Source: an optimization exercise on an open RTL-to-GDS flow (aim: small area, a short achievable clock period and few clock cycles per item). Production flows keep margins and buffers that such runs may drop.
At most, simulation tests tie the RTL to the original design; equivalence was not proved.
Only the layout flow was run in run 3; the RTL was not checked for function there.
No activity file was given, so power comes from the tool's default toggle rates.

[design/flow/design.v]
package ssm_pkg;
  localparam int QUEUE_DEPTH = 16;
  localparam int PTR_W       = $clog2(QUEUE_DEPTH);
  localparam int CNT_W       = $clog2(QUEUE_DEPTH + 1);
  localparam int VALUE_W     = 32;
  localparam logic LIST_A = 1'b0;
  localparam logic LIST_B = 1'b1;
  typedef struct packed {
    logic                      list_select;
    logic signed [VALUE_W-1:0] element_value;
    logic                      list_end;
  } ssm_in_t;
  typedef struct packed {
    logic signed [VALUE_W-1:0] merged_value;
    logic                      source_list;
    logic                      merge_last;
    logic                      overflow;
  } ssm_out_t;
endpackage
module sorted_stream_merge_core (
  input  logic        clk,
  input  logic        rst,
  input  logic        push_valid,
  output logic        push_ready,
  input  logic [33:0] push_data,
  output logic        merge_valid,
  input  logic        merge_ready,
  output logic [34:0] merge_data
);
  localparam int DEPTH = ssm_pkg::QUEUE_DEPTH;
  localparam int PTR_W = ssm_pkg::PTR_W;
  localparam int CNT_W = ssm_pkg::CNT_W;
  localparam int VW    = ssm_pkg::VALUE_W;
  localparam int NIN   = 3;    
  logic          q_v    [NIN];
  logic          q_list [NIN];
  logic [VW-1:0] q_val  [NIN];
  logic          q_end  [NIN];
  logic          p_valid, p_list, p_end;
  logic [VW-1:0] p_val;
  logic          s_valid, s_list, s_end;
  logic [VW-1:0] s_val;
  assign {p_valid, p_list, p_val, p_end} = {q_v[0], q_list[0], q_val[0], q_end[0]};
  assign {s_valid, s_list, s_val, s_end} = {q_v[1], q_list[1], q_val[1], q_end[1]};
  logic          r_valid;
  logic [34:0]   r_data;
  logic [VW-1:0]    mem [DEPTH];
  logic [VW-1:0]    head;       
  logic [PTR_W-1:0] rn, wr;     
  logic [CNT_W-1:0] cnt;        
  logic [CNT_W-1:0] tot;        
  logic [CNT_W-1:0] owed;       
  logic             owed_src;
  logic             owed_last;
  logic             own;
  logic             end_a, end_b;
  assign push_ready  = !q_v[NIN-1];
  assign merge_valid = r_valid;
  assign merge_data  = r_data;
  function automatic logic slt(input logic [VW-1:0] x, input logic [VW-1:0] y);
    logic [VW-1:0] lt, gt;
    integer l, i;
    lt = ~x & y;
    gt = x & ~y;
    lt[VW-1] = x[VW-1] & ~y[VW-1];
    gt[VW-1] = ~x[VW-1] & y[VW-1];
    for (l = 0; l < 5; l = l + 1) begin
      for (i = 0; i < VW / 2; i = i + 1) begin
        if (i < ((VW / 2) >> l)) begin
          lt[i] = lt[2*i+1] | (~gt[2*i+1] & lt[2*i]);
          gt[i] = gt[2*i+1] | (~lt[2*i+1] & gt[2*i]);
        end
      end
    end
    slt = lt[0];
  endfunction
  logic rfree, have, full, space, busy, end_own, end_p, end_np, head_wins;
  logic p_vs;    
  assign rfree     = !r_valid || merge_ready;
  assign have      = (cnt != '0);
  assign full      = (cnt == CNT_W'(DEPTH));
  assign space     = (tot != CNT_W'(DEPTH));
  assign busy      = (owed != '0);
  assign end_own   = own ? end_b : end_a;
  assign end_p     = p_list ? end_b : end_a;
  assign end_np    = p_list ? end_a : end_b;
  assign p_vs      = p_valid && have && (own != p_list);
  assign head_wins = own ? slt(head, p_val) : !slt(p_val, head);
  logic          emit, e_src, e_last, e_ovf, e_held;
  logic          pop, owed_pop, live_pop, write, p_take, s_take;
  logic          set_end, clr_end, own_set, s_own, to_owed;
  logic [14:0] step [4];
  for (genvar g = 0; g < 4; g++) begin : g_step
    ssm_step u_step (
      .rfree     (g >= 2),
      .head_wins (g % 2 == 1),
      .p_valid   (p_valid),
      .p_list    (p_list),
      .p_end     (p_end),
      .s_valid   (s_valid),
      .s_list    (s_list),
      .s_end     (s_end),
      .have      (have),
      .full      (full),
      .space     (space),
      .busy      (busy),
      .one_live  (cnt == CNT_W'(1)),
      .one_owed  (owed == CNT_W'(1)),
      .owed_src  (owed_src),
      .owed_last (owed_last),
      .own       (own),
      .end_a     (end_a),
      .end_b     (end_b),
      .ctl       (step[g])
    );
  end
  assign {emit, e_held, e_src, e_last, e_ovf, owed_pop, live_pop, write, p_take, s_take,
          set_end, clr_end, own_set, s_own, to_owed} = step[{rfree, head_wins}];
  assign pop = owed_pop || live_pop;
  logic [PTR_W-1:0] rn_inc, wr_inc;
  logic [CNT_W-1:0] tot_inc, tot_dec, cnt_inc, cnt_dec, owed_dec;
  assign rn_inc   = rn + PTR_W'(1);
  assign wr_inc   = wr + PTR_W'(1);
  assign tot_inc  = tot + CNT_W'(1);
  assign tot_dec  = tot - CNT_W'(1);
  assign cnt_inc  = cnt + CNT_W'(1);
  assign cnt_dec  = cnt - CNT_W'(1);
  assign owed_dec = owed - CNT_W'(1);
  logic          w_from_s;
  logic [VW-1:0] wdata;
  assign w_from_s = s_valid && ((p_vs && (s_list == own)) || (p_valid && !have && end_np));
  assign wdata    = w_from_s ? s_val : p_val;
  logic          keep  [NIN];
  logic          n_v    [NIN];
  logic          n_list [NIN];
  logic [VW-1:0] n_val  [NIN];
  logic          n_end  [NIN];
  always_comb begin
    int j;
    for (int k = 0; k < NIN; k++) begin
      keep[k]   = q_v[k];
      n_v[k]    = 1'b0;
      n_list[k] = q_list[k];
      n_val[k]  = q_val[k];
      n_end[k]  = q_end[k];
    end
    keep[0] = q_v[0] && !p_take;
    keep[1] = q_v[1] && !s_take;
    j = 0;
    for (int k = 0; k < NIN; k++) begin
      if (keep[k]) begin
        n_v[j]    = 1'b1;
        n_list[j] = q_list[k];
        n_val[j]  = q_val[k];
        n_end[j]  = q_end[k];
        j = j + 1;
      end
    end
    if (push_valid && push_ready) begin
      for (int k = 0; k < NIN; k++) begin
        if (k == j) begin
          n_v[k] = 1'b1;
          {n_list[k], n_val[k], n_end[k]} = push_data;
        end
      end
    end
  end
  always_ff @(posedge clk) begin
    if (rst) begin
      for (int k = 0; k < NIN; k++) q_v[k] <= 1'b0;
      r_valid <= 1'b0;
      rn      <= PTR_W'(1);
      wr      <= '0;
      cnt     <= '0;
      tot     <= '0;
      owed    <= '0;
      end_a   <= 1'b0;
      end_b   <= 1'b0;
    end else begin
      for (int k = 0; k < NIN; k++) q_v[k] <= n_v[k];
      if (emit) begin
        r_valid <= 1'b1;
      end else if (merge_ready) begin
        r_valid <= 1'b0;
      end
      if (pop)   rn <= rn_inc;
      if (write) wr <= wr_inc;
      if (write && !pop)      tot <= tot_inc;
      else if (pop && !write) tot <= tot_dec;
      if (to_owed) begin
        owed <= cnt;
        cnt  <= write ? CNT_W'(1) : '0;
      end else begin
        if (owed_pop) owed <= owed_dec;
        if (write && !live_pop)      cnt <= cnt_inc;
        else if (live_pop && !write) cnt <= cnt_dec;
      end
      if (clr_end) begin
        end_a <= 1'b0;
        end_b <= 1'b0;
      end else if (set_end) begin
        if (p_list) end_b <= 1'b1;
        else        end_a <= 1'b1;
      end
      if (s_take && s_end) begin
        if (s_list) end_b <= 1'b1;
        else        end_a <= 1'b1;
      end
    end
  end
  always_ff @(posedge clk) begin
    for (int k = 0; k < NIN; k++) begin
      q_list[k] <= n_list[k];
      q_val[k]  <= n_val[k];
      q_end[k]  <= n_end[k];
    end
    if (rfree) begin
      r_data <= {e_ovf ? VW'(0) : (e_held ? p_val : head), e_src, e_last, e_ovf};
    end
    if (own_set) begin
      own <= p_list;
    end else if (s_own) begin
      own <= s_list;
    end
    if (to_owed) begin
      owed_src  <= own;
      owed_last <= end_own;
    end
    if (space) begin
      mem[wr] <= wdata;
    end
    if (pop) begin
      head <= (tot == CNT_W'(1)) ? wdata : mem[rn];
    end else if (tot == '0) begin
      head <= wdata;
    end
  end
endmodule
module ssm_step (
  input  logic        rfree,
  input  logic        head_wins,
  input  logic        p_valid,
  input  logic        p_list,
  input  logic        p_end,
  input  logic        s_valid,
  input  logic        s_list,
  input  logic        s_end,
  input  logic        have,
  input  logic        full,
  input  logic        space,
  input  logic        busy,
  input  logic        one_live,
  input  logic        one_owed,
  input  logic        owed_src,
  input  logic        owed_last,
  input  logic        own,
  input  logic        end_a,
  input  logic        end_b,
  output logic [14:0] ctl
);
  logic end_own, end_p, end_np, s_cand;
  assign end_own = own ? end_b : end_a;
  assign end_p   = p_list ? end_b : end_a;
  assign end_np  = p_list ? end_a : end_b;
  assign s_cand  = s_valid && (s_list == own) && !end_own && !full && space;
  logic emit, e_src, e_last, e_ovf, e_held;
  logic owed_pop, live_pop, write, p_take, s_take;
  logic set_end, clr_end, own_set, s_own, to_owed;
  always_comb begin
    emit     = 1'b0;
    e_held   = 1'b0;    
    e_src    = own;
    e_last   = 1'b0;
    e_ovf    = 1'b0;
    owed_pop = 1'b0;
    live_pop = 1'b0;
    write    = 1'b0;
    p_take   = 1'b0;
    s_take   = 1'b0;
    set_end  = 1'b0;
    clr_end  = 1'b0;
    own_set  = 1'b0;
    s_own    = 1'b0;
    to_owed  = 1'b0;
    if (busy && rfree) begin
      emit     = 1'b1;
      owed_pop = 1'b1;
      e_src    = owed_src;
      e_last   = one_owed && owed_last;
    end
    if (p_valid) begin
      if (!have) begin
        if (end_np) begin
          if (!busy && rfree) begin
            emit    = 1'b1;
            e_held  = 1'b1;
            e_src   = p_list;
            e_last  = end_p || p_end;
            clr_end = e_last;
            p_take  = 1'b1;
            if (s_valid && (e_last || (s_list != p_list))) begin
              write   = 1'b1;
              s_take  = 1'b1;
              s_own   = 1'b1;
            end
          end
        end else if (space) begin
          write   = 1'b1;
          own_set = 1'b1;
          set_end = p_end;
          p_take  = 1'b1;
        end
      end else if (own == p_list) begin
        if (full) begin
          if (rfree) begin
            emit   = 1'b1;
            e_src  = 1'b0;
            e_ovf  = 1'b1;
            p_take = 1'b1;
          end
        end else if (space) begin
          write   = 1'b1;
          set_end = p_end;
          p_take  = 1'b1;
        end
      end else if (!busy && rfree) begin
        emit = 1'b1;
        if (head_wins) begin
          live_pop = 1'b1;
          if (s_cand) begin
            write  = 1'b1;
            s_take = 1'b1;
          end else if ((one_live) && !end_own) begin
            write   = 1'b1;
            own_set = 1'b1;
            set_end = p_end;
            p_take  = 1'b1;
          end
        end else begin
          e_held = 1'b1;
          e_src  = p_list;
          p_take = 1'b1;
          if (end_p || p_end) begin
            to_owed = 1'b1;
            clr_end = end_own;
            set_end = !end_own;
          end else if (s_valid && (s_list == own) && !full && space) begin
            write  = 1'b1;
            s_take = 1'b1;
          end
        end
      end else if (s_cand) begin
        write  = 1'b1;
        s_take = 1'b1;
      end
    end
  end
  assign ctl = {emit, e_held, e_src, e_last, e_ovf, owed_pop, live_pop, write, p_take, s_take,
                set_end, clr_end, own_set, s_own, to_owed};
endmodule
[design/flow/run.sh]
#!/bin/bash
# synth_recipe.tcl (not shown) runs the flow's synth.tcl, then flattens the netlist and writes it again
# the make line also repeats each setting of config.mk as NAME=value (left out here)
make -C /OpenROAD-flow-scripts/flow DESIGN_CONFIG=/design/flow/config.mk WORK_HOME=/design/flow/orfs CLKGATE_MAP_FILE= SYNTH_SCRIPT=/design/flow/synth_recipe.tcl finish
[design/flow/config.mk]
export PLATFORM = sky130hd
export DESIGN_NAME = sorted_stream_merge_core
export DESIGN_NICKNAME = sorted_stream_merge_core
export VERILOG_FILES = /design/flow/design.v
export SDC_FILE = /design/flow/constraint.sdc
export NUM_CORES = 4
export LEC_CHECK = 0
export CAP_MARGIN = 20
export CORE_MARGIN = 2
export CORE_UTILIZATION = 60
export PLACE_DENSITY = 0.7
export SETUP_SLACK_MARGIN = 3.0
export SLEW_MARGIN = 20
[design/flow/constraint.sdc]
create_clock -name core_clock -period 8.0 [get_ports {clk}]
set_input_delay 1.6000 -clock core_clock [delete_from_list [all_inputs] [get_ports {clk}]]
set_output_delay 1.6000 -clock core_clock [all_outputs]
set_load 0.01 [all_outputs]
==> impl_metrics.tcl, run 1 <==
set metrics [dict create \
    flow.area_growth_from_synthesis_pct 12.56 \
    crit-reg2reg-capture "q_val[0][31]" \
    cts.sink_count 717 \
    post-route-worst-setup-slack_ns 3.238 \
    run_status "timing/DRC/antenna clean" \
    floorplan.die.height_um 228.7 \
    max_cap_viol_count 0 \
    ir_worst_vdd_mv 0.2204 \
    htreeDepth 3 \
    cp.buffers_inverters 1 \
    critical_register_to_register_path_startpoint "head[12]" \
    power.combinational.fraction_pct 30.5 \
    yosysWarnings 21 \
    fin_util_pct 68.23 \
    groute.usage.overall_pct 26.98 \
    chipWidth_um 228.7 \
    preCtsSetupSlack_ns 2.245 \
    post_synth_num_cell_types 76 \
    routedWlPerCell_um 26.78 \
    internal_power_contribution_mw 8.723 \
    hold_violations 0 \
    slew_at_the_pin_with_the_worst_max_slew_slack_ns 1.033 \
    ports 75 \
    power_per_cell_area_nw_per_um2 370.3 \
    worstPathMaxFanout 34 \
    critPathArrivalTime_ns 5.28 \
    hold_class "reg2reg" \
    rsz0062_at_grt "yes" \
    timing.hold.worst_endpoint "q_val[0][25]" \
    power_leakage_nw 11.63 \
    yosys_most_used_dff "sky130_fd_sc_hd__edfxtp_1" \
    detail_route.iter0.violations 1774 \
    cell_area_placed_um2 31760 \
    finalInstanceArea_um2 34090 \
    relative_contribution_of_the_clock_network_to_total_power_pct 25.9 \
    nets 1910 \
    cpMaxStageDelayCell "sky130_fd_sc_hd__a221oi_1" \
    worst-r2r-cell-count 15 \
    finalWeightedCongestion 0.8761 \
    synth_seq_area_share_pct 67.75 \
    setup-violations-final 0 \
    postRouteWirelength_mm 69.05 \
    synth-async-reset-ratio_pct 0 \
    path_class "reg2reg" \
    clk_pin_slew_worst_paths_ns 0.06 \
    netlist_top_cells_area "sky130_fd_sc_hd__edfxtp_1 61%, sky130_fd_sc_hd__mux4_2 12%, sky130_fd_sc_hd__dfxtp_1 6.7%" \
    post_synth_edffs 616 \
    portBuffers 74 \
    cp_cell_sequence "nor2b_1 > o211ai_1 > a41oi_1 > nor4_1 > a221oi_1 > o211ai_2 > a22oi_2 > a21oi_2 > o311ai_2 > and2_4 > fa_1 > nor3_2 > buf_6 > a221oi_1 > a21oi_1" \
    timing.critical_path.mode_cell "sky130_fd_sc_hd__a221oi_1" \
    hpwl_mm 38.39 \
    via_count 16480 \
    rrSetupSlack_ns 3.24 \
    finalClockSkew_ns 0.03037 \
    first_pass_grt_wire_length_mm 104.5 \
    cts.root.buffer_cell "sky130_fd_sc_hd__clkbuf_16" \
    slew_violations 0 \
    total_power_mw 12.62 \
    synth_largest_type_area_fraction_pct 61.08 \
    cp_top_family "compound AO/OA/AOI/OAI gates" \
    cts_tree "done" \
    grt_start_max_net_pins 70 \
    floorplan.die_area_um2 52290 \
    grt_antenna_before_repair 0 \
    clock_latency_ns 0.61 \
    drtAntennaViolNets 0 \
    switching_share_pct 30.90 \
    vias_per_cell 6.392 \
    postSynthCellCount 1766 \
    sequentialPowerShare_pct 43.6 \
    critical_path.max_stage_delay_ns 0.66 \
    cts_hold_buf 0 \
    post-synth-top-area-cell "sky130_fd_sc_hd__edfxtp_1" \
    total_gr_overflow 0 \
    crit_path_end_kind "flip-flop" \
    syn-mean-instance-area_um2 17.15 \
    critical_path_required_ns 8.52 \
    drive_above_1_share_pct 24.71 \
    hold_start "q_val[0][25]" \
    drc_violation_count_after_routing 0 \
    num_rows 82 \
    min_period_over_period_pct 59.52 \
    num_antenna_cells 0 \
    synth.ff_latch_count 717 \
    total_switching_power_mw 3.900 \
    postSynthNetCount 1824 \
    layout_commonest_cell "sky130_fd_sc_hd__edfxtp_1" \
    cts_made_buffers 74 \
    drt_first_pass_iters 5 \
    cts_max_path_buffers 3 \
    layout_common_cells "616 x sky130_fd_sc_hd__edfxtp_1, 160 x sky130_fd_sc_hd__mux4_2, 102 x sky130_fd_sc_hd__nand2_1" \
    grt_pass1_vias 16540 \
    synth_area_um2 30290 \
    startpoint_type "flip-flop" \
    relSlewSlack_pct 30.93 \
    fmax_mhz 210.0 \
    post-route-min-period_ns 4.762 \
    core_region_area_um2 49970 \
    initial_core_util_pct 60.61 \
    setup_tns_ns 0 \
    number_of_cells_traversed_by_the_worst_hold_path 2 \
]
[layer usage]
layer / vias up / global-route usage, % / wire (um)
met5: - / 0 / 0
met4: 0 / 7.333 / 1663
met3: 116 / 4.803 / 5045
met2: 665 / 43.38 / 33450
met1: 8495 / 38.68 / 28890
li1: 7203 / - / -
[cell usage after synthesis, types with 11 or more instances]
cell type                  count
sky130_fd_sc_hd__a21oi_1      43
sky130_fd_sc_hd__edfxtp_1    616
sky130_fd_sc_hd__clkbuf_1     63
sky130_fd_sc_hd__mux2_4       30
sky130_fd_sc_hd__nor2b_1      23
sky130_fd_sc_hd__nor2_1      104
sky130_fd_sc_hd__a221oi_2     31
sky130_fd_sc_hd__mux4_2      160
sky130_fd_sc_hd__o21ai_0      57
sky130_fd_sc_hd__a21oi_2      31
sky130_fd_sc_hd__dfxtp_1     101
sky130_fd_sc_hd__maj3_1       14
sky130_fd_sc_hd__inv_1        32
sky130_fd_sc_hd__o22ai_1      36
sky130_fd_sc_hd__nand2b_1     20
sky130_fd_sc_hd__nor3_1       11
sky130_fd_sc_hd__mux2_2       35
sky130_fd_sc_hd__buf_1        15
sky130_fd_sc_hd__nand2_1     105
sky130_fd_sc_hd__ha_1         19
sky130_fd_sc_hd__mux2i_1      61
[layout make-up]
cell class              count  area, um^2
clock inverters            28       241.5
inverters                  34       132.6
clock buffers             102        2029
fillers                  3274       15880
well taps                 672       840.8
flip-flops and latches    717       20530
multi-input cells         916        9280
repair buffers            109        1035
[sequential cells by signal (all words and copies together), names as in the netlist, 3 cells and up, named ones only]
signal	count
mem	512
q_val	96
r_data	35
head	32
cnt	5
owed	5
tot	5
rn	4
wr	4
q_end	3
q_list	3
q_v	3
[timing repair]
item | in CTS | in global routing
pin swaps | 0 | 1
gates cloned | 0 | 0
buffers inserted | 0 | 2
setup endpoints to repair | 41 | 103
hold endpoints to repair | 0 | 0
resized for setup | 3 | 3
[worst register-to-register path: cells and delay by family (launching register included)]
kind                     cells  cell delay (ns)
AND/OR/NAND/NOR              4             0.82
buffers and inverters        1             0.44
AO/OA/AOI/OAI                9             2.55
adder cells (fa/ha/maj)      1             0.51
flip-flops                   1             0.35
[kinds of logic (layout without fill, tap and decap cells)]
group / count (synthesis) / in the layout / share of synthesized area (%)
AO/OA/AOI/OAI: 258 / 258 / 6.499
XOR/XNOR: 15 / 15 / 0.4338
adder cells (fa/ha/maj): 42 / 42 / 1.611
buffers and inverters: 133 / 273 / 2.157
flip-flops: 717 / 717 / 67.75
multiplexers: 286 / 286 / 16.70
AND/OR/NAND/NOR: 315 / 315 / 4.842
[metrics by stage]
| step | hold WS [ns] | instances |
|---|---|---|
| global placement | 0.4627 | 2445 |
| CTS | 0.4781 | 2575 |
| global route | 0.4911 | 2578 |
| floorplan | 0.4504 | 1766 |
| detailed placement | 0.4668 | 2445 |
| finish | 0.4795 | 2578 |
[worst max-delay path by stage]
stage	cells after the start	to	slack (ns)	start
2_1_floorplan	9	q_end[2]	3.25	merge_ready
3_3_place_gp	10	q_val[0][0]	2.38	merge_ready
3_5_place_dp	10	q_val[0][23]	2.25	merge_ready
4_1_cts	16	q_val[1][26]	3.01	q_val[0][6]
5_1_grt	15	q_end[0]	2.95	head[0]
6_report	15	q_val[0][31]	3.24	head[12]
[power groups by stage]
stage | clock network (mW) | logic [mW] | registers (mW)
4_1_cts | 3.32 | 3.79 | 5.54
3_5_place_dp | 0 | 3.77 | 5.60
3_3_place_gp | 0 | 3.69 | 5.59
2_1_floorplan | 0 | 2.80 | 5.43
5_1_grt | 3.47 | 4.16 | 5.57
6_report | 3.27 | 3.85 | 5.50
Testbench counts, summed over its fixed seeds: cycles 5,095, items 4,231.
==> run 2, diff against run 1 <==
--- a/design/flow/config.mk
+++ b/design/flow/config.mk
@@ -7,7 +7,6 @@
 export LEC_CHECK = 0
 export CAP_MARGIN = 20
 export CORE_MARGIN = 2
-export CORE_UTILIZATION = 60
-export PLACE_DENSITY = 0.7
-export SETUP_SLACK_MARGIN = 3.0
+export CORE_UTILIZATION = 40
+export PLACE_DENSITY = 0.6
 export SLEW_MARGIN = 20
==> impl_metrics.tcl, run 2 <==
set metrics [dict create \
    worst-r2r-cell-count 16 \
    detail_route.iter0.violations 1482 \
    cts.sink_count 717 \
    netlist_top_cells_area "sky130_fd_sc_hd__edfxtp_1 61%, sky130_fd_sc_hd__mux4_2 12%, sky130_fd_sc_hd__dfxtp_1 6.7%" \
    synth_largest_type_area_fraction_pct 61.08 \
    flow.area_growth_from_synthesis_pct 13.97 \
    post_cts_resize_count 0 \
    synth_most_common_cell "sky130_fd_sc_hd__edfxtp_1" \
    hold_violations 0 \
    post-route-min-period_ns 5.145 \
    setup-violations-final 0 \
    grt_antenna_before_repair 0 \
    floorplan.die.height_um 279.2 \
    largest-register "mem" \
    post-synth-top-area-cell "sky130_fd_sc_hd__edfxtp_1" \
    cts_max_path_buffers 3 \
    postSynthNetCount 1824 \
    nets 1912 \
    cpMaxStageDelayCell "sky130_fd_sc_hd__a221oi_1" \
    yosysWarnings 21 \
    chipWidth_um 279.2 \
    syn-mean-instance-area_um2 17.15 \
    synth_compound_gate_area_share_pct 6.499 \
    grt_pass1_vias 16800 \
    final.fill_count 6221 \
    top_post_synthesis_cells_by_count "616 x sky130_fd_sc_hd__edfxtp_1, 160 x sky130_fd_sc_hd__mux4_2, 105 x sky130_fd_sc_hd__nand2_1" \
    number_of_cells_traversed_by_the_worst_hold_path 2 \
    portBuffers 74 \
    crit-reg2reg-capture "q_list[0]" \
    ports 75 \
    critical_path_required_ns 8.52 \
    synth_area_um2 30290 \
    power.combinational.fraction_pct 30.5 \
    synth-async-reset-ratio_pct 0 \
    layout_common_cells "616 x sky130_fd_sc_hd__edfxtp_1, 160 x sky130_fd_sc_hd__mux4_2, 103 x sky130_fd_sc_hd__nand2_1" \
    cts_tree "done" \
    worstPathMaxFanout 34 \
    synth_seq_area_share_pct 67.75 \
    slew_at_the_pin_with_the_worst_max_slew_slack_ns 1.075 \
    ir_worst_vdd_mv 0.2328 \
    via_count 16320 \
    relative_contribution_of_the_clock_network_to_total_power_pct 26.2 \
    cts_made_buffers 74 \
    max_cap_viol_count 0 \
    post_synth_edffs 616 \
    total_gr_overflow 0 \
    critical_register_to_register_path_startpoint "q_val[0][6]" \
    relSlewSlack_pct 28.31 \
    fmax_mhz 194.4 \
    synth.ff_latch_count 717 \
    grt_start_max_net_pins 94 \
    cp_cell_sequence "nand2b_1 > maj3_2 > a21oi_1 > o21ai_1 > a221oi_1 > o211ai_2 > a22oi_2 > a41oi_1 > o21a_1 > o21ai_2 > inv_2 > fa_1 > nor3_2 > buf_4 > a221oi_1 > a21oi_1" \
    placed_cells_incl_taps 2747 \
    layout_commonest_cell "sky130_fd_sc_hd__edfxtp_1" \
    post_synth_xor_area_fraction_pct 0.4338 \
    first_pass_grt_wire_length_mm 108.1 \
    post_synth_num_cell_types 76 \
    rrSetupSlack_ns 2.85 \
    postSynthCellCount 1766 \
    drive_above_1_share_pct 24.96 \
    finalWeightedCongestion 0.8436 \
    startpoint_type "flip-flop" \
    internal_power_contribution_mw 8.736 \
    min_period_over_period_pct 64.32 \
    yosys_most_used_dff "sky130_fd_sc_hd__edfxtp_1" \
    vias_per_cell 5.668 \
    timing.hold.worst_endpoint "q_val[0][21]" \
    sequentialPowerShare_pct 43.4 \
    hold_start "q_val[0][21]" \
    total_switching_power_mw 3.967 \
    drt_first_pass_iters 5 \
    cts.root.buffer_cell "sky130_fd_sc_hd__clkbuf_16" \
    num_rows 100 \
    critical_path.max_stage_delay_ns 0.67 \
    post_synth_and_or_nand_nor_area_fraction_pct 4.842 \
    switching_share_pct 31.23 \
    clk_pin_slew_worst_paths_ns 0.06 \
    clock_latency_ns 0.61 \
    groute.usage.overall_pct 18.65 \
    htreeDepth 3 \
    cts_hold_buf 0 \
    finalClockSkew_ns 0.02597 \
    core_region_area_um2 74700 \
    hold_class "reg2reg" \
    setup_tns_ns 0 \
    hpwl_mm 40.19 \
    synth.area.mux_share_pct 16.70 \
    crit_path_end_kind "flip-flop" \
    drtAntennaViolNets 0 \
    routedWlPerCell_um 25.15 \
    power_per_cell_area_nw_per_um2 368.0 \
    postRouteWirelength_mm 72.44 \
    cts_setup_buffers 0 \
    power_leakage_nw 11.67 \
    critPathArrivalTime_ns 5.67 \
    instances_no_fill 2880 \
    largestRegisters "mem (512), q_val (96), r_data (35)" \
    slew_violations 0 \
    run_status "timing/DRC/antenna clean" \
    floorplan.die_area_um2 77930 \
    main_combinational_cell_family_by_area_after_synthesis "multiplexers" \
    number_of_flip_flops_under_the_largest_register_name 512 \
    num_antenna_cells 0 \
    rsz0062_at_grt "no" \
    synthAdderAreaFrac_pct 1.611 \
    path_class "reg2reg" \
    initial_core_util_pct 40.54 \
    drc_violation_count_after_routing 0 \
]
run 2: critical path: cells and delay by family, from the launching register on:
family                     cells  cell delay, ns
buffers and inverters          2            0.75
DFF                            1            0.34
adders and majority gates      2            0.86
AOI/OAI and AO/OA             10            2.74
and+or+nand+nor                2            0.36
run 2: how the worst max path moves through the flow:
stage	startpoint	end	slack (ns)	cells after the start
floorplan	merge_ready	q_end[2]	1.60	9
global placement	merge_ready	q_list[0]	2.67	12
detailed placement	merge_ready	q_list[0]	2.56	12
CTS	q_val[0][6]	q_list[0]	2.82	16
global route	q_val[0][6]	q_end[0]	2.45	16
finish	q_val[0][6]	q_list[0]	2.85	16
run 2: power by group through the flow:
stage               registers, mW  logic, mW  clock network [mW]
floorplan                    5.43       2.80                   0
global placement             5.57       3.78                   0
detailed placement           5.59       3.89                   0
CTS                          5.52       3.90                3.39
global route                 5.59       4.19                3.54
finish                       5.51       3.87                3.32
run 2: layout make-up:
type,instances,area (um^2),share of cell area [%]
clock inverters,37,320.3,0.9280
flip-flops and latches,717,20530,59.48
clock buffers,96,2007,5.814
inverters,34,130.1,0.3770
well taps,969,1212,3.513
multi-input cells,916,9266,26.85
repair buffers,111,1051,3.045
run 2: kinds of logic (layout without fill, tap and decap cells):
logic type	count (synthesis)	after routing
AO/OA/AOI/OAI	258	258
adder cells (fa/ha/maj)	42	42
XOR/XNOR	15	15
buffers and inverters	133	278
flip-flops	717	717
AND/OR/NAND/NOR	315	315
multiplexers	286	286
run 2: through the flow:
stage / worst slack [ns] / hold slack (ns) / power (mW) / utilization, % / area [um^2]
2_1_floorplan: 1.604 / 0.4504 / 8.230 / - / 30290
3_3_place_gp: 2.674 / 0.4626 / 9.347 / 43.06 / 32160
3_5_place_dp: 2.564 / 0.4691 / 9.480 / 43.09 / 32190
4_1_cts: 2.817 / 0.4778 / 12.81 / 46.21 / 34520
5_1_grt: 2.449 / 0.5024 / 13.32 / 46.21 / 34520
6_report: 2.855 / 0.4789 / 12.70 / 46.21 / 34520
run 2: layer usage:
metal	up-vias	global-route usage, %	share of wire, %	wire [um]
met5	-	0	0	0
li1	7187	-	-	-
met1	8569	25.46	43	31500
met4	0	5.004	1.7	1222
met2	481	31.50	49	35850
met3	87	2.452	5.3	3858
==> run 3, diff against run 2 <==
--- a/design/flow/design.v
+++ b/design/flow/design.v
@@ -130,38 +130,32 @@
   logic [VW-1:0] wdata;
   assign w_from_s = s_valid && ((p_vs && (s_list == own)) || (p_valid && !have && end_np));
   assign wdata    = w_from_s ? s_val : p_val;
-  logic          keep  [NIN];
   logic          n_v    [NIN];
   logic          n_list [NIN];
   logic [VW-1:0] n_val  [NIN];
   logic          n_end  [NIN];
+  logic          acc;
+  assign acc = push_valid && push_ready;
   always_comb begin
-    int j;
-    for (int k = 0; k < NIN; k++) begin
-      keep[k]   = q_v[k];
-      n_v[k]    = 1'b0;
-      n_list[k] = q_list[k];
-      n_val[k]  = q_val[k];
-      n_end[k]  = q_end[k];
-    end
-    keep[0] = q_v[0] && !p_take;
-    keep[1] = q_v[1] && !s_take;
-    j = 0;
-    for (int k = 0; k < NIN; k++) begin
-      if (keep[k]) begin
-        n_v[j]    = 1'b1;
-        n_list[j] = q_list[k];
-        n_val[j]  = q_val[k];
-        n_end[j]  = q_end[k];
-        j = j + 1;
+    logic [33:0] pick [NIN+2];
+    logic        pv   [NIN+2];
+    for (int k = 0; k < NIN + 2; k++) begin
+      if (k < NIN) begin
+        pick[k] = q_v[k] ? {q_list[k], q_val[k], q_end[k]} : push_data;
+        pv[k]   = q_v[k] || (acc && ((k == 0) || q_v[(k == 0) ? 0 : k-1]));
+      end else begin
+        pick[k] = push_data;
+        pv[k]   = 1'b0;    
       end
     end
-    if (push_valid && push_ready) begin
-      for (int k = 0; k < NIN; k++) begin
-        if (k == j) begin
-          n_v[k] = 1'b1;
-          {n_list[k], n_val[k], n_end[k]} = push_data;
-        end
+    for (int k = 0; k < NIN; k++) begin
+      if (k == 0) begin
+        {n_list[k], n_val[k], n_end[k]} = p_take ? (s_take ? pick[k+2] : pick[k+1]) : pick[k];
+        n_v[k] = p_take ? (s_take ? pv[k+2] : pv[k+1]) : pv[k];
+      end else begin
+        {n_list[k], n_val[k], n_end[k]} = (p_take && s_take) ? pick[k+2] :
+                                          (p_take || s_take) ? pick[k+1] : pick[k];
+        n_v[k] = (p_take && s_take) ? pv[k+2] : (p_take || s_take) ? pv[k+1] : pv[k];
       end
     end
   end
--- a/design/flow/config.mk
+++ b/design/flow/config.mk
@@ -9,4 +9,5 @@
 export CORE_MARGIN = 2
 export CORE_UTILIZATION = 40
 export PLACE_DENSITY = 0.6
+export SETUP_SLACK_MARGIN = 5.0
 export SLEW_MARGIN = 20
==> impl_metrics.tcl, run 3 <==
set metrics [dict create \
    crit_path_end_kind "flip-flop" \
    cp_cell_sequence "nor2b_4 > maj3_2 > maj3_2 > o21ai_4 > o311ai_4 > a221o_1 > a21oi_4 > mux2i_4 > buf_4 > a21o_1 > buf_12 > o21ai_4 > buf_12 > a221o_1" \
    synth_largest_type_area_fraction_pct 61.40 \
    drc_violation_count_after_routing 0 \
    routedWlPerCell_um 27.63 \
    grt_antenna_before_repair 0 \
    startpoint_type "flip-flop" \
    holdWs_ns 0.5225 \
    yosysWarnings 23 \
    cts_made_buffers 74 \
    slew_violations 0 \
    floorplan.die_area_um2 77520 \
    final.fill_count 5873 \
    relSlewSlack_pct 34.04 \
    path_class "reg2reg" \
    finalClockSkew_ns 0.01879 \
    grt_pass1_vias 18040 \
    synth-async-reset-ratio_pct 0 \
    cts_tree "done" \
    rsz0062_at_grt "yes" \
    post-synth-top-area-cell "sky130_fd_sc_hd__edfxtp_1" \
    cpMaxStageDelayCell "sky130_fd_sc_hd__edfxtp_1" \
    vias_per_cell 5.951 \
    netlist_top_cells_area "sky130_fd_sc_hd__edfxtp_1 61%, sky130_fd_sc_hd__mux4_2 12%, sky130_fd_sc_hd__dfxtp_1 6.7%" \
    max_cap_viol_count 0 \
    clock_latency_ns 0.62 \
    number_of_cells_traversed_by_the_worst_hold_path 2 \
    post_synth_num_cell_types 65 \
    drive_above_1_share_pct 38.41 \
    power_per_cell_area_nw_per_um2 419.9 \
    post_synth_edffs 616 \
    drt_first_pass_iters 5 \
    relative_contribution_of_the_clock_network_to_total_power_pct 20.7 \
    groute.usage.overall_pct 21.01 \
    chipWidth_um 278.4 \
    total_gr_overflow 0 \
    synth_area_um2 30130 \
    finalWeightedCongestion 0.8699 \
    critPathArrivalTime_ns 4.28 \
    grt_start_max_net_pins 70 \
    initial_core_util_pct 40.47 \
    min_period_over_period_pct 47.30 \
    number_of_flip_flops_under_the_largest_register_name 512 \
    via_count 17880 \
    multi_input_comb_area_um2 10700 \
    synth_seq_area_share_pct 68.11 \
    critical_register_to_register_path_startpoint "q_val[0][8]" \
    flow.area_growth_from_synthesis_pct 25.39 \
    power.combinational.fraction_pct 42.8 \
    first_pass_grt_wire_length_mm 120.5 \
    run_status "timing/DRC/antenna clean" \
    htreeDepth 3 \
    synth_most_common_cell "sky130_fd_sc_hd__edfxtp_1" \
    critical_path.max_stage_delay_ns 0.44 \
    slew_at_the_pin_with_the_worst_max_slew_slack_ns 0.9894 \
    largest-register "mem" \
    internal_power_contribution_mw 10.47 \
    rrSetupSlack_ns 4.22 \
    yosys_most_used_dff "sky130_fd_sc_hd__edfxtp_1" \
    hold_violations 0 \
    timing.hold.worst_endpoint "tot[1]" \
    setup_tns_ns 0 \
    crit-reg2reg-capture "q_val[1][31]" \
    post-route-min-period_ns 3.784 \
    nets 2027 \
    cts.sink_count 717 \
    postSynthCellCount 1770 \
    cts.root.buffer_cell "sky130_fd_sc_hd__clkbuf_16" \
    core_region_area_um2 74450 \
    switching_share_pct 33.97 \
    fmax_mhz 264.3 \
    worst-r2r-cell-count 14 \
    critical_path_required_ns 8.49 \
    postSynthNetCount 1822 \
    sequentialPowerShare_pct 36.5 \
    num_antenna_cells 0 \
    fin_util_pct 50.74 \
    power_leakage_nw 13.22 \
    syn-mean-instance-area_um2 17.02 \
    portBuffers 74 \
    ports 75 \
    detail_route.iter0.violations 1786 \
    area.sequential_um2 20530 \
    num_rows 100 \
    clk_pin_slew_worst_paths_ns 0.06 \
    floorplan.die.height_um 278.4 \
    ir_worst_vdd_mv 0.2646 \
    hold_start "tot[1]" \
    synth.ff_latch_count 717 \
    postRouteWirelength_mm 83.02 \
    setup-violations-final 0 \
    hpwl_mm 40.36 \
    top_post_synthesis_cells_by_count "616 x sky130_fd_sc_hd__edfxtp_1, 160 x sky130_fd_sc_hd__mux4_2, 124 x sky130_fd_sc_hd__mux2_2" \
    layout_commonest_cell "sky130_fd_sc_hd__edfxtp_1" \
    hold_class "reg2reg" \
    largestRegisters "mem (512), q_val (96), r_data (35)" \
    total_switching_power_mw 5.389 \
    layout_common_cells "616 x sky130_fd_sc_hd__edfxtp_1, 160 x sky130_fd_sc_hd__mux4_2, 93 x sky130_fd_sc_hd__dfxtp_1" \
    drtAntennaViolNets 0 \
    cts_max_path_buffers 3 \
    worstPathMaxFanout 8 \
]
-- run 3: cell types whose count changed after synthesis, moves of 18 or more --
cell,previous run,this run
sky130_fd_sc_hd__mux2i_1,61,7
sky130_fd_sc_hd__nor2_1,104,54
sky130_fd_sc_hd__a2bb2oi_1,0,35
sky130_fd_sc_hd__mux2_4,30,0
sky130_fd_sc_hd__mux2_2,35,124
sky130_fd_sc_hd__a21oi_2,31,1
sky130_fd_sc_hd__and3_1,6,46
sky130_fd_sc_hd__o21ai_0,57,32
sky130_fd_sc_hd__a221oi_2,31,0
sky130_fd_sc_hd__buf_2,3,21
sky130_fd_sc_hd__a221o_1,2,37
-- run 3: area by class of cell --
type	instances	share of cell area, %
multi-input combinational	914	28.34
timing repair inverter	2	0.04637
inverter	36	0.4273
sequential	717	54.36
tap	969	3.210
clock inverter	38	0.7420
timing repair buffer	230	7.582
clock buffer	99	5.290
-- run 3: through the flow --
step / setup WS (ns) / std cells / cell area (um^2) / total power [mW]
2_1_floorplan: 4.295 / 1770 / 30310 / 8.807
3_3_place_gp: 2.650 / 2748 / 32190 / 10.22
3_5_place_dp: 2.575 / 2748 / 32180 / 10.34
4_1_cts: 4.249 / 2971 / 36720 / 15.25
5_1_grt: 4.146 / 3005 / 37770 / 16.43
6_report: 4.216 / 3005 / 37770 / 15.86
-- run 3: power by group through the flow --
| stage | logic [mW] | clock network, mW | registers (mW) |
|---|---|---|---|
| after floorplan | 3.21 | 0 | 5.60 |
| after CTS | 6.17 | 3.34 | 5.74 |
| after detailed placement | 4.56 | 0 | 5.79 |
| after global routing | 7.10 | 3.48 | 5.85 |
| after global placement | 4.45 | 0 | 5.77 |
| final | 6.78 | 3.29 | 5.79 |
-- run 3: cells by family after synthesis --
kind of cell,Yosys count,share of synthesized area (%)
AOI/OAI and AO/OA,254,5.968
xor gates and xnor gates,15,0.4361
adders and majority gates,42,1.520
buffers and inverters,139,1.832
DFF,717,68.11
muxes,297,17.05
and+or+nand+nor,306,5.075
-- run 3: worst max path at each step --
stage	start	end	slack, ns	cells past startpoint
2_1_floorplan	merge_ready	head[10]	4.29	11
3_3_place_gp	merge_ready	tot[2]	2.65	9
3_5_place_dp	merge_ready	tot[2]	2.58	9
4_1_cts	q_val[0][8]	q_val[2][14]	4.25	15
5_1_grt	q_val[0][8]	q_end[1]	4.15	14
6_report	q_val[0][8]	q_val[1][31]	4.22	14
-- run 3: routing by layer --
metal | vias to the layer above | global-route usage [%] | wire length, um
met4 | 0 | 9.425 | 3775
met5 | - | 0 | 0
li1 | 7554 | - | -
met3 | 204 | 2.804 | 5072
met1 | 9371 | 27.23 | 32930
met2 | 754 | 35.38 | 41250
-- run 3: worst max-delay path, delay by kind of cell (launching register included) --
kind	cells	cell delay, ns
AO/OA/AOI/OAI	7	1.68
adder cells (fa/ha/maj)	2	0.63
buffers and inverters	3	0.48
flip-flops	1	0.44
multiplexers	1	0.27
AND/OR/NAND/NOR	1	0.16
-- run 3: repair_timing --
item	CTS	global route
setup buffers	61	31
cloned	25	3
pin swaps	67	86
setup endpoints to repair	819	328
hold endpoints to repair	0	0
hold buffers	0	0
resized for setup	334	180
==> run 4, diff against run 3 <==
--- a/design/flow/design.v
+++ b/design/flow/design.v
@@ -44,9 +44,10 @@
   assign {s_valid, s_list, s_val, s_end} = {q_v[1], q_list[1], q_val[1], q_end[1]};
   logic          r_valid;
   logic [34:0]   r_data;
-  logic [VW-1:0]    mem [DEPTH];
+  localparam int NSLOT = DEPTH - 1;
+  logic [VW-1:0]    mem [NSLOT];
   logic [VW-1:0]    head;       
-  logic [PTR_W-1:0] rn, wr;     
+  logic [NSLOT-1:0] rn, wr;     
   logic [CNT_W-1:0] cnt;        
   logic [CNT_W-1:0] tot;        
   logic [CNT_W-1:0] owed;       
@@ -87,9 +88,9 @@
   assign p_vs      = p_valid && have && (own != p_list);
   assign head_wins = own ? slt(head, p_val) : !slt(p_val, head);
   logic          emit, e_src, e_last, e_ovf, e_held;
-  logic          pop, owed_pop, live_pop, write, p_take, s_take;
+  logic          pop, owed_pop, live_pop, write, dbl, p_take, s_take;
   logic          set_end, clr_end, own_set, s_own, to_owed;
-  logic [14:0] step [4];
+  logic [15:0] step [4];
   for (genvar g = 0; g < 4; g++) begin : g_step
     ssm_step u_step (
       .rfree     (g >= 2),
@@ -105,6 +106,8 @@
       .space     (space),
       .busy      (busy),
       .one_live  (cnt == CNT_W'(1)),
+      .tot_zero  (tot == '0),
+      .tot_one   (tot == CNT_W'(1)),
       .one_owed  (owed == CNT_W'(1)),
       .owed_src  (owed_src),
       .owed_last (owed_last),
@@ -114,22 +117,35 @@
       .ctl       (step[g])
     );
   end
-  assign {emit, e_held, e_src, e_last, e_ovf, owed_pop, live_pop, write, p_take, s_take,
+  assign {emit, e_held, e_src, e_last, e_ovf, owed_pop, live_pop, write, dbl, p_take, s_take,
           set_end, clr_end, own_set, s_own, to_owed} = step[{rfree, head_wins}];
   assign pop = owed_pop || live_pop;
-  logic [PTR_W-1:0] rn_inc, wr_inc;
-  logic [CNT_W-1:0] tot_inc, tot_dec, cnt_inc, cnt_dec, owed_dec;
-  assign rn_inc   = rn + PTR_W'(1);
-  assign wr_inc   = wr + PTR_W'(1);
+  logic [CNT_W-1:0] tot_inc, tot_inc2, tot_dec, cnt_inc, cnt_inc2, cnt_dec, owed_dec;
   assign tot_inc  = tot + CNT_W'(1);
+  assign tot_inc2 = tot + CNT_W'(2);
   assign tot_dec  = tot - CNT_W'(1);
   assign cnt_inc  = cnt + CNT_W'(1);
+  assign cnt_inc2 = cnt + CNT_W'(2);
   assign cnt_dec  = cnt - CNT_W'(1);
   assign owed_dec = owed - CNT_W'(1);
-  logic          w_from_s;
-  logic [VW-1:0] wdata;
-  assign w_from_s = s_valid && ((p_vs && (s_list == own)) || (p_valid && !have && end_np));
-  assign wdata    = w_from_s ? s_val : p_val;
+  logic h_empty;
+  assign h_empty = (tot == '0) || ((tot == CNT_W'(1)) && pop);
+  logic          in0_from_s, slot_from_s;
+  logic [VW-1:0] in0, wdata;
+  assign in0_from_s  = s_valid && ((p_vs && (s_list == own) && !end_own && !full && space) ||
+                                   (p_valid && !have && end_np));
+  assign slot_from_s = p_vs || h_empty;
+  assign in0         = in0_from_s ? s_val : p_val;
+  assign wdata       = slot_from_s ? s_val : p_val;
+  logic [VW-1:0] slot_rd;
+  always_comb begin
+    slot_rd = '0;
+    for (int i = 0; i < NSLOT; i++) begin
+      slot_rd = slot_rd | (mem[i] & {VW{rn[i]}});
+    end
+  end
+  logic slot_app;    
+  assign slot_app = h_empty ? dbl : write;
   logic          n_v    [NIN];
   logic          n_list [NIN];
   logic [VW-1:0] n_val  [NIN];
@@ -163,8 +179,8 @@
     if (rst) begin
       for (int k = 0; k < NIN; k++) q_v[k] <= 1'b0;
       r_valid <= 1'b0;
-      rn      <= PTR_W'(1);
-      wr      <= '0;
+      rn      <= NSLOT'(1);
+      wr      <= NSLOT'(1);
       cnt     <= '0;
       tot     <= '0;
       owed    <= '0;
@@ -177,17 +193,19 @@
       end else if (merge_ready) begin
         r_valid <= 1'b0;
       end
-      if (pop)   rn <= rn_inc;
-      if (write) wr <= wr_inc;
-      if (write && !pop)      tot <= tot_inc;
+      if (pop && (tot != CNT_W'(1))) rn <= {rn[NSLOT-2:0], rn[NSLOT-1]};
+      if (slot_app)                  wr <= {wr[NSLOT-2:0], wr[NSLOT-1]};
+      if (dbl)                tot <= pop ? tot_inc : tot_inc2;
+      else if (write && !pop) tot <= tot_inc;
       else if (pop && !write) tot <= tot_dec;
       if (to_owed) begin
         owed <= cnt;
-        cnt  <= write ? CNT_W'(1) : '0;
+        cnt  <= '0;
       end else begin
         if (owed_pop) owed <= owed_dec;
-        if (write && !live_pop)      cnt <= cnt_inc;
-        else if (live_pop && !write) cnt <= cnt_dec;
+        if (dbl)                          cnt <= live_pop ? cnt_inc : cnt_inc2;
+        else if (write && !live_pop)      cnt <= cnt_inc;
+        else if (live_pop && !write)      cnt <= cnt_dec;
       end
       if (clr_end) begin
         end_a <= 1'b0;
@@ -220,13 +238,13 @@
       owed_src  <= own;
       owed_last <= end_own;
     end
-    if (space) begin
-      mem[wr] <= wdata;
+    for (int i = 0; i < NSLOT; i++) begin
+      if (space && wr[i]) mem[i] <= wdata;
     end
-    if (pop) begin
-      head <= (tot == CNT_W'(1)) ? wdata : mem[rn];
-    end else if (tot == '0) begin
-      head <= wdata;
+    if (pop && (tot != CNT_W'(1))) begin
+      head <= slot_rd;
+    end else if (h_empty) begin
+      head <= in0;
     end
   end
 endmodule
@@ -244,13 +262,15 @@
   input  logic        space,
   input  logic        busy,
   input  logic        one_live,
+  input  logic        tot_zero,
+  input  logic        tot_one,
   input  logic        one_owed,
   input  logic        owed_src,
   input  logic        owed_last,
   input  logic        own,
   input  logic        end_a,
   input  logic        end_b,
-  output logic [14:0] ctl
+  output logic [15:0] ctl
 );
   logic end_own, end_p, end_np, s_cand;
   assign end_own = own ? end_b : end_a;
@@ -258,7 +278,7 @@
   assign end_np  = p_list ? end_a : end_b;
   assign s_cand  = s_valid && (s_list == own) && !end_own && !full && space;
   logic emit, e_src, e_last, e_ovf, e_held;
-  logic owed_pop, live_pop, write, p_take, s_take;
+  logic owed_pop, live_pop, write, dbl, p_take, s_take;
   logic set_end, clr_end, own_set, s_own, to_owed;
   always_comb begin
     emit     = 1'b0;
@@ -269,6 +289,7 @@
     owed_pop = 1'b0;
     live_pop = 1'b0;
     write    = 1'b0;
+    dbl      = 1'b0;
     p_take   = 1'b0;
     s_take   = 1'b0;
     set_end  = 1'b0;
@@ -303,6 +324,10 @@
           own_set = 1'b1;
           set_end = p_end;
           p_take  = 1'b1;
+          if (s_valid && (s_list == p_list) && (tot_zero || (tot_one && owed_pop))) begin
+            dbl    = 1'b1;
+            s_take = 1'b1;
+          end
         end
       end else if (own == p_list) begin
         if (full) begin
@@ -329,6 +354,10 @@
             own_set = 1'b1;
             set_end = p_end;
             p_take  = 1'b1;
+            if (s_valid && (s_list == p_list)) begin
+              dbl    = 1'b1;
+              s_take = 1'b1;
+            end
           end
         end else begin
           e_held = 1'b1;
@@ -349,6 +378,6 @@
       end
     end
   end
-  assign ctl = {emit, e_held, e_src, e_last, e_ovf, owed_pop, live_pop, write, p_take, s_take,
+  assign ctl = {emit, e_held, e_src, e_last, e_ovf, owed_pop, live_pop, write, dbl, p_take, s_take,
                 set_end, clr_end, own_set, s_own, to_owed};
 endmodule
--- a/design/flow/config.mk
+++ b/design/flow/config.mk
@@ -7,7 +7,9 @@
 export LEC_CHECK = 0
 export CAP_MARGIN = 20
 export CORE_MARGIN = 2
-export CORE_UTILIZATION = 40
-export PLACE_DENSITY = 0.6
+export CORE_UTILIZATION = 60
+export CTS_CLUSTER_DIAMETER = 80
+export CTS_CLUSTER_SIZE = 30
+export PLACE_DENSITY = 0.7
 export SETUP_SLACK_MARGIN = 5.0
 export SLEW_MARGIN = 20
==> impl_metrics.tcl, run 4 <==
set metrics [dict create \
    cts_made_buffers 36 \
    number_of_flip_flops_under_the_largest_register_name 480 \
    finalInstanceArea_um2 37230 \
    power.combinational.fraction_pct 49.1 \
    vias_per_cell 7.523 \
    grt_start_max_net_pins 49 \
    ports 75 \
    drtAntennaViolNets 0 \
    via_count 23730 \
    fin_util_pct 76.53 \
    slew_at_the_pin_with_the_worst_max_slew_slack_ns 0.9381 \
    synth_largest_type_area_fraction_pct 59.57 \
    cts.sink_count 703 \
    portBuffers 74 \
    final.fill_count 2787 \
    startpoint_type "flip-flop" \
    post_synth_edffs 584 \
    post-route-worst-setup-slack_ns 3.813 \
    num_rows 81 \
    power_leakage_nw 12.80 \
    largest-register "mem" \
    postSynthNetCount 2349 \
    max_cap_viol_count 0 \
    timing.critical_path.mode_cell "sky130_fd_sc_hd__maj3_2" \
    routedWlPerCell_um 34.28 \
    wl_met1_mm 36.63 \
    cts_max_path_buffers 3 \
    yosysWarnings 25 \
    grt_antenna_before_repair 4 \
    cts.root.buffer_cell "sky130_fd_sc_hd__clkbuf_16" \
    critPathArrivalTime_ns 4.62 \
    synth.ff_latch_count 703 \
    hold_violations 0 \
    crit_path_end_kind "flip-flop" \
    total_switching_power_mw 6.708 \
    floorplan.die_area_um2 50850 \
    layout_commonest_cell "sky130_fd_sc_hd__edfxtp_1" \
    power_per_cell_area_nw_per_um2 438.7 \
    initial_core_util_pct 60.52 \
    postSynthCellCount 2294 \
    fmax_mhz 238.9 \
    cp_cell_sequence "nor2b_1 > maj3_2 > maj3_2 > maj3_2 > a311o_1 > a31o_4 > a221o_4 > mux2i_4 > or2_4 > buf_6 > buf_6 > nor2_4 > buf_12 > nor2_4 > a21oi_1" \
    total_gr_overflow 0 \
    drt_first_pass_iters 12 \
    nets 2562 \
    ir_worst_vdd_mv 0.3243 \
    setup_tns_ns 0 \
    finalClockSkew_ns 0.04314 \
    floorplan.die.height_um 225.5 \
    grt_pass1_vias 22550 \
    switching_share_pct 41.07 \
    setup-violations-final 0 \
    yosys_most_used_dff "sky130_fd_sc_hd__edfxtp_1" \
    postRouteWirelength_mm 108.1 \
    top_post_synthesis_cells_by_count "584 x sky130_fd_sc_hd__edfxtp_1, 237 x sky130_fd_sc_hd__nand2_1, 143 x sky130_fd_sc_hd__a21oi_1" \
    htreeDepth 2 \
    chipWidth_um 225.5 \
    core_region_area_um2 48650 \
    rsz0062_at_grt "yes" \
    flow.area_growth_from_synthesis_pct 26.45 \
    worstPathMaxFanout 7 \
    groute.usage.overall_pct 41.35 \
    slew_violations 0 \
    relSlewSlack_pct 36.80 \
    synth_most_common_cell "sky130_fd_sc_hd__edfxtp_1" \
    relative_contribution_of_the_clock_network_to_total_power_pct 13.4 \
    synth_seq_area_share_pct 67.66 \
    instances_no_fill 3154 \
    synth_area_um2 29440 \
    clk_pin_slew_worst_paths_ns 0.11 \
    path_class "reg2reg" \
    detailroute.wirelength.met3_mm 15.18 \
    run_status "timing/DRC/antenna clean" \
    netlist_top_cells_area "sky130_fd_sc_hd__edfxtp_1 60%, sky130_fd_sc_hd__dfxtp_1 8.1%, sky130_fd_sc_hd__a22oi_1 3.3%" \
    preCtsSetupSlack_ns 1.749 \
    top_signal_layer_used "met5" \
    post-route-min-period_ns 4.187 \
    cpMaxStageDelayCell "sky130_fd_sc_hd__a221o_4" \
    placed_cells_incl_taps 2869 \
    hold_class "reg2reg" \
    finalWeightedCongestion 0.9219 \
    cell_area_placed_um2 31280 \
    clock_latency_ns 0.63 \
    met2_length_mm 48.06 \
    drive_above_1_share_pct 27.62 \
    synth-async-reset-ratio_pct 0 \
    first_pass_grt_wire_length_mm 150.3 \
    cts_tree "done" \
    post-synth-top-area-cell "sky130_fd_sc_hd__edfxtp_1" \
    min_period_over_period_pct 52.33 \
    total_power_mw 16.33 \
    layout_common_cells "584 x sky130_fd_sc_hd__edfxtp_1, 176 x sky130_fd_sc_hd__nand2_1, 130 x sky130_fd_sc_hd__a22oi_1" \
    sequentialPowerShare_pct 37.5 \
    internal_power_contribution_mw 9.624 \
    drc_violation_count_after_routing 0 \
    post_synth_num_cell_types 75 \
    largestRegisters "mem (480), q_val (96), r_data (35)" \
    detail_route.iter0.violations 4212 \
    critical_path.max_stage_delay_ns 0.46 \
    critical_path_required_ns 8.43 \
    holdWs_ns 0.5158 \
    hpwl_mm 44.70 \
    syn-mean-instance-area_um2 12.83 \
]
[run 4: cell types whose count changed in the layout (fill, tap and decap cells not counted), moves of 34 or more]
cell / previous run / this run
sky130_fd_sc_hd__nand2_1: 62 / 176
sky130_fd_sc_hd__a22oi_1: 1 / 130
sky130_fd_sc_hd__nand3_1: 13 / 80
sky130_fd_sc_hd__nor2_1: 37 / 79
sky130_fd_sc_hd__and3_1: 37 / 0
sky130_fd_sc_hd__nor3_1: 5 / 40
sky130_fd_sc_hd__a21oi_1: 14 / 73
sky130_fd_sc_hd__o21ai_0: 12 / 48
sky130_fd_sc_hd__a221o_1: 37 / 0
sky130_fd_sc_hd__clkbuf_16: 79 / 39
sky130_fd_sc_hd__a221oi_1: 0 / 34
sky130_fd_sc_hd__mux2_4: 90 / 43
sky130_fd_sc_hd__mux4_2: 160 / 0
[run 4: cell type report]
| type | instances | area, um^2 | share of cell area (%) |
|---|---|---|---|
| Antenna cell | 1 | 2.502 | 0.006722 |
| Clock buffer | 44 | 962.2 | 2.585 |
| Clock inverter | 18 | 203.9 | 0.5478 |
| Inverter | 66 | 259.0 | 0.6957 |
| Multi-Input combinational cell | 1426 | 11730 | 31.50 |
| Sequential cell | 703 | 19920 | 53.52 |
| Tap cell | 622 | 778.2 | 2.090 |
| Timing Repair Buffer | 274 | 3371 | 9.054 |
[run 4: kinds of logic (layout without fill, tap and decap cells)]
group	count (synthesis)	in the layout	synth area share (%)
AND/OR/NAND/NOR	610	638	9.324
multiplexers	60	92	2.312
XOR/XNOR	16	16	0.4760
buffers and inverters	228	402	3.132
other	0	1	0
adder cells (fa/ha/maj)	50	50	1.870
AO/OA/AOI/OAI	627	630	15.23
flip-flops	703	703	67.66
[run 4: worst paths after layout]
kind | startpoint | end | slack, ns | cells past startpoint
worst max-delay path | head[8] | q_val[0][13] | 3.81 | 15
worst min-delay path | wr[0] | wr[0] | 0.52 | 1
worst max register to register | head[8] | q_val[0][13] | 3.81 | 15
worst min register to register | wr[0] | wr[0] | 0.52 | 1
[run 4: critical path, delay by kind of cell, from the launching register on]
family	cells	cell delay, ns
AOI/OAI and AO/OA	4	1.25
adders and majority gates	3	1.00
buffers and inverters	3	0.45
DFF	1	0.44
muxes	1	0.24
and+or+nand+nor	4	0.61
[run 4: power by group through the flow]
stage | Combinational (mW) | Sequential (mW) | Clock, mW
detailed placement | 4.50 | 5.97 | 0
global route | 8.15 | 6.12 | 2.29
floorplan | 3.35 | 5.77 | 0
CTS | 7.25 | 5.99 | 2.16
global placement | 4.41 | 5.94 | 0
finish | 8.01 | 6.12 | 2.20
[run 4: what timing repair did]
item / in CTS / in global routing
hold buffers: 0 / 0
gates resized for setup: 402 / 128
endpoints found under the setup margin: 805 / 769
pin swaps: 95 / 64
cloned: 83 / 2
buffers inserted: 120 / 17
[run 4: routing by layer]
layer | global-route usage [%] | vias up
li1 | - | 9361
met1 | 55.59 | 11510
met2 | 63.08 | 2234
met3 | 9.022 | 618
met4 | 23.09 | 8
met5 | 0 | -
Testbench counts of run 4, summed over its fixed seeds: cycles 5,055, items 4,231.
==> run 5, diff against run 4 <==
--- a/design/flow/config.mk
+++ b/design/flow/config.mk
@@ -7,9 +7,9 @@
 export LEC_CHECK = 0
 export CAP_MARGIN = 20
 export CORE_MARGIN = 2
-export CORE_UTILIZATION = 60
+export CORE_UTILIZATION = 40
 export CTS_CLUSTER_DIAMETER = 80
 export CTS_CLUSTER_SIZE = 30
-export PLACE_DENSITY = 0.7
+export PLACE_DENSITY = 0.6
 export SETUP_SLACK_MARGIN = 5.0
 export SLEW_MARGIN = 20
==> impl_metrics.tcl, run 5 <==
set metrics [dict create \
    run_status "timing/DRC/antenna clean" \
    largestRegisters "mem (480), q_val (96), r_data (35)" \
    cp_top_family "compound AO/OA/AOI/OAI gates" \
    switching_share_pct 41.05 \
    vias_per_cell 6.580 \
    power_leakage_nw 12.99 \
    worstPathMaxFanout 7 \
    synthAdderAreaFrac_pct 1.870 \
    setup-violations-final 0 \
    preCtsSetupSlack_ns 1.665 \
    max_cap_viol_count 0 \
    rsz0062_at_grt "yes" \
    synth-async-reset-ratio_pct 0 \
    synth_most_common_cell "sky130_fd_sc_hd__edfxtp_1" \
    synth.area.mux_share_pct 2.312 \
    clock_latency_ns 0.67 \
    post_synth_xor_area_fraction_pct 0.4760 \
    power_per_cell_area_nw_per_um2 427.4 \
    postRouteWirelength_mm 109.8 \
    min_period_over_period_pct 52.15 \
    post-route-worst-setup-slack_ns 3.828 \
    num_rows 99 \
    synth_compound_gate_area_share_pct 15.23 \
    worst-r2r-cell-count 14 \
    core_region_area_um2 72960 \
    num_antenna_cells 0 \
    detail_route.iter0.violations 2922 \
    relative_contribution_of_the_clock_network_to_total_power_pct 12.0 \
    cts_tree "done" \
    slew_at_the_pin_with_the_worst_max_slew_slack_ns 1.362 \
    synth_seq_area_share_pct 67.66 \
    main_combinational_cell_family_by_area_after_synthesis "compound AO/OA/AOI/OAI gates" \
    total_switching_power_mw 6.764 \
    critPathArrivalTime_ns 4.57 \
    crit-reg2reg-capture "mem[14][2]" \
    post_synth_and_or_nand_nor_area_fraction_pct 9.324 \
    sequentialPowerShare_pct 36.9 \
    drive_above_1_share_pct 30.66 \
    setup_tns_ns 0 \
    cp.buffers_inverters 3 \
    via_count 22980 \
    critical_path_depth 14 \
    fin_util_pct 52.84 \
    drtAntennaViolNets 0 \
    nets 2571 \
    hold_class "reg2reg" \
    number_of_flip_flops_under_the_largest_register_name 480 \
    cp_cell_sequence "nand2b_1 > maj3_1 > maj3_1 > o21ai_0 > a311o_1 > a31o_1 > a221o_2 > buf_8 > nor2_4 > o31ai_4 > buf_6 > o21a_4 > clkbuf_16 > mux2_2" \
    relSlewSlack_pct 8.271 \
    chipWidth_um 275.3 \
    clk_pin_slew_worst_paths_ns 0.11 \
    netlist_top_cells_area "sky130_fd_sc_hd__edfxtp_1 60%, sky130_fd_sc_hd__dfxtp_1 8.1%, sky130_fd_sc_hd__a22oi_1 3.3%" \
    ports 75 \
    synth_largest_type_area_fraction_pct 59.57 \
    worst_setup_path_end "mem[14][2]" \
    cts_max_path_buffers 3 \
    top_post_synthesis_cells_by_count "584 x sky130_fd_sc_hd__edfxtp_1, 237 x sky130_fd_sc_hd__nand2_1, 143 x sky130_fd_sc_hd__a21oi_1" \
    critical_path.startpoint "q_val[0][12]" \
    critical_register_to_register_path_startpoint "q_val[0][12]" \
    critical_path_required_ns 8.40 \
    grt_pass1_vias 21530 \
    cts.root.buffer_cell "sky130_fd_sc_hd__clkbuf_16" \
    drc_violation_count_after_routing 0 \
    grt_start_max_net_pins 49 \
    layout_commonest_cell "sky130_fd_sc_hd__edfxtp_1" \
    floorplan.die_area_um2 75790 \
    synth_area_um2 29440 \
    power.combinational.fraction_pct 51.1 \
    grt_antenna_before_repair 0 \
    hold_violations 0 \
    fmax_mhz 239.7 \
    flow.area_growth_from_synthesis_pct 30.96 \
    initial_core_util_pct 40.35 \
    post-synth-top-area-cell "sky130_fd_sc_hd__edfxtp_1" \
    path_class "reg2reg" \
    syn-mean-instance-area_um2 12.83 \
    timing.critical_path.mode_cell "sky130_fd_sc_hd__maj3_1" \
    finalWeightedCongestion 0.8647 \
    yosys_most_used_dff "sky130_fd_sc_hd__edfxtp_1" \
    drt_first_pass_iters 7 \
    startpoint_type "flip-flop" \
    yosysWarnings 25 \
    postSynthCellCount 2294 \
    internal_power_contribution_mw 9.713 \
    post_synth_edffs 584 \
    portBuffers 74 \
    post-route-min-period_ns 4.172 \
    cpMaxStageDelayCell "sky130_fd_sc_hd__edfxtp_1" \
    htreeDepth 1 \
    routedWlPerCell_um 31.43 \
    slew_violations 0 \
    rrSetupSlack_ns 3.83 \
    groute.usage.overall_pct 27.37 \
    finalClockSkew_ns 0.04691 \
    ir_worst_vdd_mv 0.2799 \
    post_synth_num_cell_types 75 \
    critical_path.max_stage_delay_ns 0.43 \
    largest-register "mem" \
    crit_path_end_kind "flip-flop" \
    postSynthNetCount 2349 \
    total_gr_overflow 0 \
    cts.sink_count 703 \
    cts_made_buffers 31 \
    hpwl_mm 46.41 \
    floorplan.die.height_um 275.3 \
    layout_common_cells "584 x sky130_fd_sc_hd__edfxtp_1, 182 x sky130_fd_sc_hd__nand2_1, 130 x sky130_fd_sc_hd__a22oi_1" \
    synth.ff_latch_count 703 \
    hold_start "wr[0]" \
    first_pass_grt_wire_length_mm 150.7 \
]
==> run 5: worst register-to-register path: stages (launching register included) <==
cell and delay (ns):
sky130_fd_sc_hd__edfxtp_1 0.43, sky130_fd_sc_hd__nand2b_1 0.17, sky130_fd_sc_hd__maj3_1 0.38, sky130_fd_sc_hd__maj3_1 0.37, sky130_fd_sc_hd__o21ai_0 0.33, sky130_fd_sc_hd__a311o_1 0.23, sky130_fd_sc_hd__a31o_1 0.16, sky130_fd_sc_hd__a221o_2 0.25
sky130_fd_sc_hd__buf_8 0.17, sky130_fd_sc_hd__nor2_4 0.05, sky130_fd_sc_hd__o31ai_4 0.27, sky130_fd_sc_hd__buf_6 0.18, sky130_fd_sc_hd__o21a_4 0.28, sky130_fd_sc_hd__clkbuf_16 0.25, sky130_fd_sc_hd__mux2_2 0.41
==> run 5: worst min-delay path by stage <==
| stage | end | slack, ns | cells past startpoint |
|---|---|---|---|
| floorplan | owed_src | 0.42 | 0 |
| global placement | wr[0] | 0.48 | 1 |
| detailed placement | wr[0] | 0.49 | 1 |
| CTS | wr[0] | 0.51 | 1 |
| global route | wr[0] | 0.54 | 1 |
| finish | wr[0] | 0.51 | 1 |
==> run 5: kinds of logic after synthesis <==
logic type	count (synthesis)
and+or+nand+nor	610
buffers and inverters	228
AOI/OAI and AO/OA	627
adders and majority gates	50
xor gates and xnor gates	16
DFF	703
muxes	60
==> run 5: area by class of cell <==
type | count | area, um^2
clock buffers | 36 | 804.5
well taps | 959 | 1200
multi-input cells | 1430 | 12520
repair buffers | 284 | 3666
clock inverters | 15 | 180.2
inverters | 66 | 257.7
flip-flops and latches | 703 | 19920
fillers | 5822 | 34400
==> run 5: power groups by stage <==
stage          clock [mW]  sequential [mW]  combinational [mW]
6_report             1.97             6.08                8.42
5_1_grt              2.08             6.12                8.66
4_1_cts              1.97             5.97                7.21
3_5_place_dp            0             5.94                4.56
3_3_place_gp            0             5.92                4.44
2_1_floorplan           0             5.77                3.35
==> run 5: layer usage <==
metal  GRT usage [%]  vias to the layer above  wire length [um]
li1                -                     9385                 -
met1           37.83                    11490             41540
met2           42.74                     1740             49160
met3           5.611                      366             13590
met4           10.20                        0              5494
met5               0                        -                 0
==> run 5: repair_timing <==
item                       in CTS  in global routing
hold buffers                    0                  0
gates resized for setup       409                276
setup endpoints to repair     805                775
gates cloned                   90                  9
buffers inserted              109                 27
pin swaps                      96                106
==> run 5: metrics by stage <==
stage | cells | power, mW | area, um^2 | hold slack, ns
after global placement | 3207 | 10.36 | 31710 | 0.4763
after floorplan | 2294 | 9.125 | 30360 | 0.4244
final | 3493 | 16.48 | 38550 | 0.5136
after global routing | 3493 | 16.85 | 38550 | 0.5439
after detailed placement | 3207 | 10.50 | 31710 | 0.4878
after CTS | 3457 | 15.15 | 36740 | 0.5137

## separate check: timing with driven ports
The flow's constraints put no driver on any port. The routed layouts listed below were extracted and timed again, unchanged, in two steps. Step 1 (the two cells are an assumption about what drives the block):
set clk [get_ports {clk}]
set_driving_cell -lib_cell sky130_fd_sc_hd__clkbuf_16 $clk
set_driving_cell -lib_cell sky130_fd_sc_hd__buf_2 [delete_from_list [all_inputs] $clk]
Step 2 adds t to the input delays and takes it off the output delays; t is the mean of the earliest and latest rising clock arrival at the registers after step 1. Input paths then give back, and output paths get back, about the clock's delay inside the block. a / b / c = ideal / step 1 / step 2; a / b = the first two.
run	t, ns	setup slack, ns	latest minus earliest clock arrival (ns)	slew at the worst register clock pin (ns)
run 1	0.657	3.238 / 3.238 / 2.653	0.031 / 0.030	0.06 / 0.06
run 2	0.656	2.855 / 2.855 / 2.515	0.026 / 0.026	0.06 / 0.06
run 3	0.673	4.216 / 4.216 / 3.654	0.021 / 0.021	0.06 / 0.06
run 4	0.671	3.813 / 3.813 / 3.411	0.043 / 0.043	0.12 / 0.12
run 5	0.716	3.828 / 3.828 / 3.349	0.047 / 0.047	0.12 / 0.12
After both steps setup and hold are still met in every run listed. For run 1, which loses most, drivers alone change the setup slack by 0.000 ns; drivers and shift together by -0.585 ns.
